What follows belongs to an exercise in optimizing a design on an open flow for small area, a short achievable clock period and few clock cycles per item; a production flow would make more cautious choices. Function was checked by simulation only, so behaviour that the tests miss may differ from the original.

==> design.v <==
package sit_pkg;
   localparam int COORD_BITS_DEF = 16;
   typedef enum logic [1:0] {
      KIND_NONE  = 2'd0,
      KIND_CROSS = 2'd1,
      KIND_TOUCH = 2'd2
   } hit_kind_type;
   typedef struct packed {
      logic neg;
      logic zero;
   } orient_type;
   typedef struct packed {
      logic s1;
      logic s2;
      logic s3;
      logic s4;
   } stage_en_type;
endpackage
module sit_orient #(
   parameter int COORD_BITS = sit_pkg::COORD_BITS_DEF
) (
   input  logic                         clock,
   input  sit_pkg::stage_en_type        stage_en,
   input  logic signed [COORD_BITS-1:0] p_x,
   input  logic signed [COORD_BITS-1:0] p_y,
   input  logic signed [COORD_BITS-1:0] q_x,
   input  logic signed [COORD_BITS-1:0] q_y,
   input  logic signed [COORD_BITS-1:0] r_x,
   input  logic signed [COORD_BITS-1:0] r_y,
   output sit_pkg::orient_type          sign
);
   localparam int DiffBits = COORD_BITS + 1;
   localparam int ProdBits = 2 * DiffBits;
   localparam int CrossBits = ProdBits + 1;
   logic signed [DiffBits-1:0]  d1_in, d2_in, d3_in, d4_in;
   logic signed [DiffBits-1:0]  d1_ff, d2_ff, d3_ff, d4_ff;
   logic signed [ProdBits-1:0]  m1_ff, m2_ff;
   logic signed [CrossBits-1:0] cross_diff;
   sit_pkg::orient_type         sign_in, sign_ff;
   always_comb begin
      d1_in = DiffBits'(r_y) - DiffBits'(p_y);
      d2_in = DiffBits'(q_x) - DiffBits'(r_x);
      d3_in = DiffBits'(r_x) - DiffBits'(p_x);
      d4_in = DiffBits'(q_y) - DiffBits'(r_y);
   end
   always_ff @(posedge clock) begin
      if (stage_en.s1) begin
         d1_ff <= d1_in;
         d2_ff <= d2_in;
         d3_ff <= d3_in;
         d4_ff <= d4_in;
      end
   end
   always_ff @(posedge clock) begin
      if (stage_en.s2) begin
         m1_ff <= ProdBits'(d1_ff) * ProdBits'(d2_ff);
         m2_ff <= ProdBits'(d3_ff) * ProdBits'(d4_ff);
      end
   end
   always_comb begin
      cross_diff   = CrossBits'(m1_ff) - CrossBits'(m2_ff);
      sign_in.neg  = cross_diff[CrossBits-1];
      sign_in.zero = (cross_diff == '0);
   end
   always_ff @(posedge clock) begin
      if (stage_en.s3) begin
         sign_ff <= sign_in;
      end
   end
   assign sign = sign_ff;
endmodule
module sit_box #(
   parameter int COORD_BITS = sit_pkg::COORD_BITS_DEF
) (
   input  logic                         clock,
   input  sit_pkg::stage_en_type        stage_en,
   input  logic signed [COORD_BITS-1:0] a1_x,
   input  logic signed [COORD_BITS-1:0] a1_y,
   input  logic signed [COORD_BITS-1:0] a2_x,
   input  logic signed [COORD_BITS-1:0] a2_y,
   input  logic signed [COORD_BITS-1:0] b1_x,
   input  logic signed [COORD_BITS-1:0] b1_y,
   input  logic signed [COORD_BITS-1:0] b2_x,
   input  logic signed [COORD_BITS-1:0] b2_y,
   output logic [3:0]                   in_box
);
   logic [3:0] box_in, box1_ff, box2_ff, box3_ff;
   function automatic logic box_test(
      input logic signed [COORD_BITS-1:0] px,
      input logic signed [COORD_BITS-1:0] py,
      input logic signed [COORD_BITS-1:0] sx,
      input logic signed [COORD_BITS-1:0] sy,
      input logic signed [COORD_BITS-1:0] ex,
      input logic signed [COORD_BITS-1:0] ey
   );
      logic ok_x, ok_y;
      ok_x = (px >= sx || px >= ex) && (px <= sx || px <= ex);
      ok_y = (py >= sy || py >= ey) && (py <= sy || py <= ey);
      box_test = ok_x && ok_y;
   endfunction
   always_comb begin
      box_in[0] = box_test(b1_x, b1_y, a1_x, a1_y, a2_x, a2_y);
      box_in[1] = box_test(b2_x, b2_y, a1_x, a1_y, a2_x, a2_y);
      box_in[2] = box_test(a1_x, a1_y, b1_x, b1_y, b2_x, b2_y);
      box_in[3] = box_test(a2_x, a2_y, b1_x, b1_y, b2_x, b2_y);
   end
   always_ff @(posedge clock) begin
      if (stage_en.s1) begin
         box1_ff <= box_in;
      end
      if (stage_en.s2) begin
         box2_ff <= box1_ff;
      end
      if (stage_en.s3) begin
         box3_ff <= box2_ff;
      end
   end
   assign in_box = box3_ff;
endmodule
module sit_classify (
   input  logic                        clock,
   input  sit_pkg::stage_en_type       stage_en,
   input  sit_pkg::orient_type         o1,
   input  sit_pkg::orient_type         o2,
   input  sit_pkg::orient_type         o3,
   input  sit_pkg::orient_type         o4,
   input  logic [3:0]                  in_box,
   output logic                        hit,
   output sit_pkg::hit_kind_type       hit_kind
);
   logic                  crossing, touch;
   sit_pkg::hit_kind_type kind_in, kind_ff;
   logic                  hit_ff;
   always_comb begin
      crossing = (o1 != o2) && (o3 != o4);
      touch    = (o1.zero && in_box[0]) || (o2.zero && in_box[1]) ||
                 (o3.zero && in_box[2]) || (o4.zero && in_box[3]);
      if (crossing) begin
         kind_in = sit_pkg::KIND_CROSS;
      end else if (touch) begin
         kind_in = sit_pkg::KIND_TOUCH;
      end else begin
         kind_in = sit_pkg::KIND_NONE;
      end
   end
   always_ff @(posedge clock) begin
      if (stage_en.s4) begin
         kind_ff <= kind_in;
         hit_ff  <= crossing || touch;
      end
   end
   assign hit      = hit_ff;
   assign hit_kind = kind_ff;
endmodule
module segment_intersection_test #(
   parameter int COORD_BITS = sit_pkg::COORD_BITS_DEF
) (
   input  logic                         clock,
   input  logic                         reset,
   input  logic                         req_valid,
   output logic                         req_ready,
   input  logic signed [COORD_BITS-1:0] req_a_start_x,
   input  logic signed [COORD_BITS-1:0] req_a_start_y,
   input  logic signed [COORD_BITS-1:0] req_a_end_x,
   input  logic signed [COORD_BITS-1:0] req_a_end_y,
   input  logic signed [COORD_BITS-1:0] req_b_start_x,
   input  logic signed [COORD_BITS-1:0] req_b_start_y,
   input  logic signed [COORD_BITS-1:0] req_b_end_x,
   input  logic signed [COORD_BITS-1:0] req_b_end_y,
   output logic                         rsp_valid,
   input  logic                         rsp_ready,
   output logic                         rsp_hit,
   output logic [1:0]                   rsp_hit_kind
);
   logic                  v1_ff, v2_ff, v3_ff, v4_ff;
   logic                  v1_in, v2_in, v3_in, v4_in;
   logic                  rdy1, rdy2, rdy3, rdy4;
   sit_pkg::stage_en_type stage_en;
   sit_pkg::orient_type   o1, o2, o3, o4;
   logic [3:0]            in_box;
   sit_pkg::hit_kind_type kind;
   always_comb begin
      rdy4 = rsp_ready || !v4_ff;
      rdy3 = rdy4 || !v3_ff;
      rdy2 = rdy3 || !v2_ff;
      rdy1 = rdy2 || !v1_ff;
      stage_en.s1 = rdy1;
      stage_en.s2 = rdy2;
      stage_en.s3 = rdy3;
      stage_en.s4 = rdy4;
      v1_in = rdy1 ? req_valid : v1_ff;
      v2_in = rdy2 ? v1_ff : v2_ff;
      v3_in = rdy3 ? v2_ff : v3_ff;
      v4_in = rdy4 ? v3_ff : v4_ff;
   end
   always_ff @(posedge clock) begin
      if (reset) begin
         v1_ff <= 1'b0;
         v2_ff <= 1'b0;
         v3_ff <= 1'b0;
         v4_ff <= 1'b0;
      end else begin
         v1_ff <= v1_in;
         v2_ff <= v2_in;
         v3_ff <= v3_in;
         v4_ff <= v4_in;
      end
   end
   assign req_ready = rdy1;
   assign rsp_valid = v4_ff;
   sit_orient #(.COORD_BITS(COORD_BITS)) u_orient1 (
      .clock(clock), .stage_en(stage_en),
      .p_x(req_a_start_x), .p_y(req_a_start_y), .q_x(req_a_end_x), .q_y(req_a_end_y),
      .r_x(req_b_start_x), .r_y(req_b_start_y), .sign(o1)
   );
   sit_orient #(.COORD_BITS(COORD_BITS)) u_orient2 (
      .clock(clock), .stage_en(stage_en),
      .p_x(req_a_start_x), .p_y(req_a_start_y), .q_x(req_a_end_x), .q_y(req_a_end_y),
      .r_x(req_b_end_x), .r_y(req_b_end_y), .sign(o2)
   );
   sit_orient #(.COORD_BITS(COORD_BITS)) u_orient3 (
      .clock(clock), .stage_en(stage_en),
      .p_x(req_b_start_x), .p_y(req_b_start_y), .q_x(req_b_end_x), .q_y(req_b_end_y),
      .r_x(req_a_start_x), .r_y(req_a_start_y), .sign(o3)
   );
   sit_orient #(.COORD_BITS(COORD_BITS)) u_orient4 (
      .clock(clock), .stage_en(stage_en),
      .p_x(req_b_start_x), .p_y(req_b_start_y), .q_x(req_b_end_x), .q_y(req_b_end_y),
      .r_x(req_a_end_x), .r_y(req_a_end_y), .sign(o4)
   );
   sit_box #(.COORD_BITS(COORD_BITS)) u_box (
      .clock(clock), .stage_en(stage_en),
      .a1_x(req_a_start_x), .a1_y(req_a_start_y),
      .a2_x(req_a_end_x), .a2_y(req_a_end_y),
      .b1_x(req_b_start_x), .b1_y(req_b_start_y),
      .b2_x(req_b_end_x), .b2_y(req_b_end_y),
      .in_box(in_box)
   );
   sit_classify u_classify (
      .clock(clock), .stage_en(stage_en),
      .o1(o1), .o2(o2), .o3(o3), .o4(o4), .in_box(in_box),
      .hit(rsp_hit), .hit_kind(kind)
   );
   assign rsp_hit_kind = kind;
endmodule
==> run.sh <==
#!/bin/bash
# synth_recipe.tcl (not shown) runs the flow's synth.tcl, then flattens the netlist and writes it again
# the make line also repeats each setting of config.mk as NAME=value (left out here)
make -C /OpenROAD-flow-scripts/flow DESIGN_CONFIG=/design/flow/config.mk WORK_HOME=/design/flow/orfs CLKGATE_MAP_FILE= SYNTH_SCRIPT=/design/flow/synth_recipe.tcl finish
==> config.mk <==
export PLATFORM = sky130hd
export DESIGN_NAME = segment_intersection_test
export DESIGN_NICKNAME = segment_intersection_test
export VERILOG_FILES = /design/flow/design.v
export SDC_FILE = /design/flow/constraint.sdc
export NUM_CORES = 4
export LEC_CHECK = 0
export CAP_MARGIN = 20
export CORE_MARGIN = 2
export CORE_UTILIZATION = 40
export SLEW_MARGIN = 20
==> constraint.sdc <==
create_clock -name core_clock -period 8.0 [get_ports {clock}]
set_input_delay 1.6000 -clock core_clock [delete_from_list [all_inputs] [get_ports {clock}]]
set_output_delay 1.6000 -clock core_clock [all_outputs]
set_load 0.01 [all_outputs]
==> summary.txt <==
## layout by cell type (no fill, tap or decap), types with 215 or more instances in the layout
cell type,synthesis,routed
inv_1,2838,2837
fa_1,2384,2384
nand2_1,1282,1281
and2_1,1178,1178
ha_1,1020,1020
edfxtp_1,495,495
nor2_1,426,426
a21oi_1,360,360
xnor2_1,355,352
o21ai_0,268,268
a21o_1,215,215
## registers in the layout, summed over array words and instances, names as in the netlist, 34 cells and up
signal and flops:
u_orient3.m1_ff 34, u_orient3.m2_ff 34, u_orient1.m1_ff 34, u_orient2.m1_ff 34, u_orient1.m2_ff 34, u_orient2.m2_ff 34
u_orient4.m1_ff 34, u_orient4.m2_ff 34
## final cells by class
class                   count  area, um2
diodes                     16      40.04
repair buffers            326       2883
flip-flops and latches    499      14940
clock buffers              79       1785
clock inverters            44      439.2
inverters                2840      10670
fillers                 29020     168800
multi-input cells        8793      91550
well taps                3939       4928
## cell families after synthesis
kind of cell / count (synthesis) / share of synthesized area, %
xor gates and xnor gates: 471 / 3.475
DFF: 499 / 12.59
and+or+nand+nor: 3542 / 15.01
muxes: 31 / 0.2687
adders and majority gates: 3404 / 50.95
AOI/OAI and AO/OA: 1345 / 7.368
buffers and inverters: 3268 / 10.34
## worst reg2reg max path, delay by kind of cell, from the launching register on
kind / cells / cell delay, ns
AND/OR/NAND/NOR: 3 / 0.44
AO/OA/AOI/OAI: 7 / 1.70
flip-flops: 1 / 1.04
buffers and inverters: 4 / 0.56
adder cells (fa/ha/maj): 7 / 3.33
XOR/XNOR: 1 / 0.08
## how the worst min path moves through the flow
| stage | start | depth (start not counted) | to |
|---|---|---|---|
| global route | u_box.box2_ff[3] | 0 | u_box.box3_ff[3] |
| global placement | u_box.box1_ff[1] | 0 | u_box.box2_ff[1] |
| floorplan | u_box.box1_ff[0] | 0 | u_box.box2_ff[0] |
| detailed placement | u_box.box1_ff[2] | 0 | u_box.box2_ff[2] |
| CTS | u_box.box2_ff[3] | 0 | u_box.box3_ff[3] |
| finish | u_box.box2_ff[3] | 0 | u_box.box3_ff[3] |
## per-layer routing
metal  track usage (%)  vias to the layer above  part of all wire [%]
li1                  -                    38470                     -
met1             28.68                    43050                    41
met2             39.16                     1839                    49
met3             2.224                      499                   4.1
met4             11.08                        6                   5.7
met5                 0                        -                0.0096
## through the flow
stage                     utilization (%)  std cells  instance area (um2)  hold slack (ns)
after global routing                42.98      16530               127200           0.4237
after global placement              42.19      16400               124900           0.4017
final                               42.98      16540               127200           0.4298
after CTS                           42.96      16520               127200           0.4239
after floorplan                         -      12560               118700           0.4003
after detailed placement            42.21      16400               124900           0.4074
==> impl_metrics.json <==
{
  "crit_fanout": 19,
  "ctsRootBufferMaster": "clkbuf_16",
  "dp_slack_ns": 0.6543,
  "worstSetupStartpoint": "u_orient3.d4_ff[9]",
  "relSlewSlack_pct": 19.55,
  "cts_tree": "done",
  "insertion_delay_ns": 0.70,
  "critPathTopFamily": "adder cells",
  "fin_crit_sh_pct": 92.55,
  "avgSynthCellArea_um2": 9.452,
  "cap_violations": 0,
  "yosysMostFrequentCell": "inv_1",
  "wl_per_cell_um": 20.19,
  "max_freq_ghz": 0.1351,
  "grt_max_degree": 130,
  "crit_required_ns": 8.43,
  "status": "finished clean",
  "maxSlewViolCount": 0,
  "cts_setup_buffers": 0,
  "reg2reg_to": "u_orient3.m2_ff[30]",
  "dr.first_iter.drc_count": 5245,
  "dr.pass1.iters": 7,
  "cp.depth": 22,
  "syn_nets": 16100,
  "synth_top_area_share_pct": 40.20,
  "numCtsBuffers": 69,
  "async_flop_share_pct": 0,
  "rsz0062_at_grt": "false",
  "dp_hpwl_um": 276600,
  "r2r_start": "u_orient3.d4_ff[9]",
  "nNetsFinal": 16070,
  "final_antenna_net_count": 0,
  "ys.flop_type": "edfxtp_1",
  "worst_slew_pin_slew_ns": 1.198,
  "startpoint_type": "flop",
  "wl_um": 333900,
  "cts_max_path_buffers": 3,
  "initial_core_util_pct": 40.10,
  "ys_ff_latch": 499,
  "endpoint_kind": "flop",
  "crit_end": "u_orient3.m2_ff[30]",
  "crit_type": "reg2reg",
  "fp.dieW_um": 548.8,
  "max_stage_delay_ns": 1.04,
  "top_level_ports": 137,
  "finalHoldViolations": 0,
  "grtUsageTotal_pct": 22.77,
  "synth_commonest_cells": "2,838 x inv_1, 2,384 x fa_1, 1,282 x nand2_1",
  "crit_arrival_ns": 7.83,
  "post-route-min-period_ns": 7.404,
  "yosysWarnings": 4,
  "grt_pass1_wl_um": 527800,
  "tns_ns": 0,
  "setup_viol": 0,
  "hp-class": "reg2reg",
  "htree_levels": 3,
  "place_congestion": 0.9477,
  "grt_antenna_before_repair": 28,
  "syn_inst": 12560,
  "vias_per_cell": 5.071,
  "synth_top_area_cell": "fa_1",
  "row_count": 200,
  "rr_worst_depth": 22,
  "synth_area_leaders": "fa_1 40%, edfxtp_1 13%, ha_1 11%",
  "drcViolationCount": 0,
  "dieHeight_um": 548.8,
  "synth-edff-count": 495,
  "crit_buf_inv": 4,
  "clock-skew-final_ns": 0.04167,
  "core_area_um2": 296000,
  "worst_slack_ns": 0.5956,
  "portBuffers": 136,
  "vias": 83860,
  "syn_to_final_growth_pct": 7.174,
  "first_global_vias": 90400,
  "ctsHoldBuffers": 0,
  "crit_path_top_delay_cell": "edfxtp_1",
  "regToRegSetupSlack_ns": 0.60,
  "grt_overflow": 0,
  "clk_pin_slew_worst_paths_ns": 0.06,
  "synth_area_um2": 118700,
  "path_cells": "buf_4 > nand2_1 > fa_1 > inv_1 > fa_1 > fa_1 > fa_1 > fa_1 > inv_1 > fa_1 > inv_1 > ha_1 > and4_1 > nor2b_1 > a211o_1 > a41oi_1 > a211o_1 > o2111ai_1 > a31oi_1 > o21bai_1 > a21oi_1 > xnor2_1",
  "synth_cell_type_count": 90,
  "drive_gt1_share_pct": 2.917,
  "clock_sink_count": 499,
  "crit_path_frequent_cell": "fa_1",
  "postCtsResizedCells": 0,
  "die_area_um2": 301200,
  "synth_seq_area_share_pct": 12.59
}
Testbench counts, summed over its fixed seeds: cycles 16,032, items 16,000.

-- port drivers added, routing unchanged --
In the flow no input, the clock included, has a driving cell. The finished layout below was timed again as built, in two steps.
Step 1, drivers: a clkbuf_16 drives clock and a buf_2 each remaining input, both assumed.
Step 2, shift: input delay + t, output delay - t, t = (earliest + latest rising clock arrival at the registers) / 2. This alone moves slack from input paths to output paths.
a / b / c = no drivers / after step 1 / after step 2; a / b = the first two.
shift t [ns]: 0.769
slack for setup (ns): 0.596 / 0.596 / 0.596
pins driven straight from the clock port: 1
After both steps setup and hold are still met in this run. The setup slack of this run moves by 0.000 ns with the drivers and by 0.000 ns with both steps.
